Context: an optimization exercise on an open-source flow, tuned for small area and a short achievable clock period. The choices shown serve that exercise and are no tape-out recipe.
Where RTL was checked, it was by simulation tests only, not by an equivalence proof against the original.
Power is estimated from default activity; no workload was simulated.

== run A ==
Design scope_top, start of the top module:
module scope_top (
  input  logic       clk_AD,
  input  logic       reset,
  input  logic [7:0] data_in,
  input  logic       trigger,
  input  logic       wb_cyc,
  input  logic       wb_stb,
  input  logic [9:0] wb_adr,
  output logic       wb_ack,
  output logic [7:0] wb_dat,
  output logic       capturing,
  output logic [3:0] vopp_hundreds,
  output logic [3:0] vopp_tens,
  output logic [3:0] vopp_units
);
  localparam int FRAME_LEN = 640;
  localparam int NB        = FRAME_LEN / 8;
  localparam logic [7:0] SEED_LEVEL = 8'd112;
  logic [9:0] wr_adr;
  logic       trig_ok;
  logic       last_wr;
  logic       cap_n;      
  logic [9:0] wr_adr_n;   
  assign trig_ok = !capturing && trigger && data_in[7];
  assign last_wr = capturing && (wr_adr == 10'(FRAME_LEN - 1));
  always_comb begin
    if (reset) begin
      cap_n = 1'b0;
    end else if (trig_ok) begin
      cap_n = 1'b1;
    end else if (last_wr) begin
      cap_n = 1'b0;
    end else begin
      cap_n = capturing;
    end
    if (trig_ok) begin
      wr_adr_n = '0;
    end else if (capturing) begin
      wr_adr_n = wr_adr + 1'b1;
    end else begin
      wr_adr_n = wr_adr;
    end
  end
  always_ff @(posedge clk_AD) begin
    capturing <= cap_n;
    wr_adr    <= wr_adr_n;
  end
  localparam int NS = 8;   
  logic [2:0]    ph;
  logic [2:0]    ph_n;
  logic [NS-1:0] m;        
  logic [NS-1:1] pv;       
  logic [NS-1:1] pv_n;
  logic [9:0]    pa [NS];  
  logic [7:0]    pd [NS];  
  logic          m0_r;       
  logic          live0_r;    
  logic [NS-1:1] mp_r;       
  logic          pend_r;     
  logic [9:0]    bank_hi_r;  
  logic [7:0]    bank_lo_r;  
  ...
Settings: LEC_CHECK=0, ABC_CLOCK_PERIOD_IN_PS=2500, CAP_MARGIN=20, CORE_MARGIN=2, CORE_UTILIZATION=65, CTS_CLUSTER_DIAMETER=100, CTS_CLUSTER_SIZE=25, SETUP_SLACK_MARGIN=3.0, SLEW_MARGIN=20, SYNTH_MEMORY_MAX_BITS=8192; clock period 5.8 ns.
run.sh (not shown) runs the stock make flow with config.mk's settings and CLKGATE_MAP_FILE= SYNTH_SCRIPT=/design/flow/synth_recipe.tcl, a recipe that flattens the netlist after the stock synthesis.
Input-level comparison between run B and run A:
--- a/flow/design.v
+++ b/flow/design.v
@@ -94,15 +94,15 @@
   logic [NS-1:1] z_n;        
   logic [6:0]    bank_n;
   logic [2:0]    st_n;
   logic [2:0]    b0st_n;
   assign pa[0] = wr_adr;
   assign pd[0] = data_in;
   assign ph_n  = ph + 1'b1;
-  assign m[0]      = m0_r;
+  assign m[0]      = m0_r && !reset;
   assign m[NS-1:1] = mp_r;
   always_comb begin
     pv_n[1] = capturing && !reset && !m[0];
     for (int s = 2; s < NS; s++) pv_n[s] = pv[s-1] && !m[s-1];
     for (int s = 1; s < NS; s++) begin
       mp_n[s] = pv_n[s] && (pa[s-1][2:0] == ph_n);
       z_n[s]  = mp_n[s] && (pa[s-1][9:3] == 7'd0);
@@ -140,15 +140,15 @@
   logic       ins_en;
   logic [9:0] ins_hi;     
   logic [7:0] ins_dat;
   logic       live0;      
   logic [7:0] b0_dat;     
   assign ins_en = pend_r || m[0];
   assign ins_hi = bank_hi_r & {10{ins_en}};
-  assign live0  = live0_r;
+  assign live0  = live0_r && !reset;
   always_comb begin
     ins_dat = pd[0];
     if (pend_r) begin
       for (int s = 1; s < NS; s++) begin
         if (st_r == 3'(s)) ins_dat = pd[s];
       end
     end
Findings:
| total routed wire length on the met1 layer | lower: run B |
Any difference in insertion delay of the later-clocked pin in the worst-skew pair between run A and run B is small enough to ignore.
Run B vs. run A: mux contribution to synthesized area went down by 0.83 points.
Measured against run B, the routed length on met2 of run A comes out at 1.06 times the reference value.
Of run B and run A, the run reporting the lower wire length of the first global-routing pass was run B.
The final reports for run B and run A show power lower in the former.
Run B has completed all stages; timing, DRC and antenna checks passed.
For run A, only the layout was checked, not whether the RTL still works.


scope_top, a different RTL version from the one above (not shown whole).
Size in the first run: roughly 5200 flip-flops.
clock: 5.8 ns
lec_check: 0
abc_clock_period_in_ps: 2500
cap_margin: 20
core_margin: 2
core_utilization: 50
setup_slack_margin: 2.5
slew_margin: 20
synth_memory_max_bits: 8192
Rerun with:
--- a/flow/design.v
+++ b/flow/design.v
@@ -90,45 +90,23 @@
     logic [7:0] q1;
     assign ins_sel[b] = ins_en && (ins_bank == 9'(b));
     always_ff @(posedge clk_AD) begin
       q1 <= q0;
       q0 <= ins_sel[b] ? ins_dat : q1;
     end
     assign words[2*b]   = q0;
     assign words[2*b+1] = q1;
   end
   logic [9:0] rd_place;   
-  assign rd_place = {wb_adr[9:1], wb_adr[0] ^ ph};
-  logic [7:0] lv0 [1024];
-  logic [7:0] lv1 [512];
-  logic [7:0] lv2 [256];
-  logic [7:0] lv3 [128];
-  logic [7:0] lv4 [64];
-  logic [7:0] lv5 [32];
-  logic [7:0] lv6 [16];
-  logic [7:0] lv7 [8];
-  logic [7:0] lv8 [4];
-  logic [7:0] lv9 [2];
   logic [7:0] rd_word;
-  always_comb begin
-    for (int i = 0; i < 1024; i++) lv0[i] = (i < 2 * NB) ? words[i] : '0;
-    for (int i = 0; i < 512; i++) lv1[i] = rd_place[0] ? lv0[2*i+1] : lv0[2*i];
-    for (int i = 0; i < 256; i++) lv2[i] = rd_place[1] ? lv1[2*i+1] : lv1[2*i];
-    for (int i = 0; i < 128; i++) lv3[i] = rd_place[2] ? lv2[2*i+1] : lv2[2*i];
-    for (int i = 0; i < 64; i++)  lv4[i] = rd_place[3] ? lv3[2*i+1] : lv3[2*i];
-    for (int i = 0; i < 32; i++)  lv5[i] = rd_place[4] ? lv4[2*i+1] : lv4[2*i];
-    for (int i = 0; i < 16; i++)  lv6[i] = rd_place[5] ? lv5[2*i+1] : lv5[2*i];
-    for (int i = 0; i < 8; i++)   lv7[i] = rd_place[6] ? lv6[2*i+1] : lv6[2*i];
-    for (int i = 0; i < 4; i++)   lv8[i] = rd_place[7] ? lv7[2*i+1] : lv7[2*i];
-    for (int i = 0; i < 2; i++)   lv9[i] = rd_place[8] ? lv8[2*i+1] : lv8[2*i];
-    rd_word = rd_place[9] ? lv9[1] : lv9[0];
-  end
+  assign rd_place = {wb_adr[9:1], wb_adr[0] ^ ph};
+  assign rd_word  = (wb_adr < 10'(FRAME_LEN)) ? words[rd_place] : '0;
   logic rd_req;
   logic rd_hit;
   assign rd_req = wb_cyc && wb_stb && !wb_ack;
   assign rd_hit = pend_v && (pend_adr == wb_adr);
   always_ff @(posedge clk_AD) begin
     if (reset) begin
       wb_ack <= 1'b0;
     end else begin
       wb_ack <= rd_req;
     end
Effect:
- The new run stopped in global routing (5_1_grt), error GRT-0116
- synthesized cell count came out higher by 6.5%
- area after synthesis goes up by 0.39%
For the second run of this note, only the layout was checked, not whether the RTL still works.

==> what the ideal ports hide <==
The results above use ideal ports. As a check the final layouts listed here were re-extracted and re-timed, cells and wires unchanged. Step 1: set_driving_cell puts a clkbuf_16 on clk_AD and a buf_2 on each other input, an assumption about the parent block. Step 2 times the ports against the registers' clock, not the clock port: input delays grow and output delays shrink by t, the midpoint of the rising clock arrivals with the driver on. Three values: ideal, step 1, step 2; two values: the first two.
run | shift t [ns] | slack for setup (ns) | worst setup path at the end | worst register clock-pin slew, ns | cell pins on the clock port's net
run A | 0.998 | 2.683 / 2.284 / 1.286 | input to register | 0.11 / 0.11 | 1
run B | 0.993 | 2.629 / 2.537 / 1.730 | input to register | 0.11 / 0.11 | 1
the first run of note 2 | 1.113 | 1.714 / 1.701 / 0.588 | input to register | 0.07 / 0.07 | 1
After both steps setup and hold are still met in every run listed. For run A, which loses most, drivers alone change the setup slack by -0.399 ns; drivers and shift together by -1.397 ns.
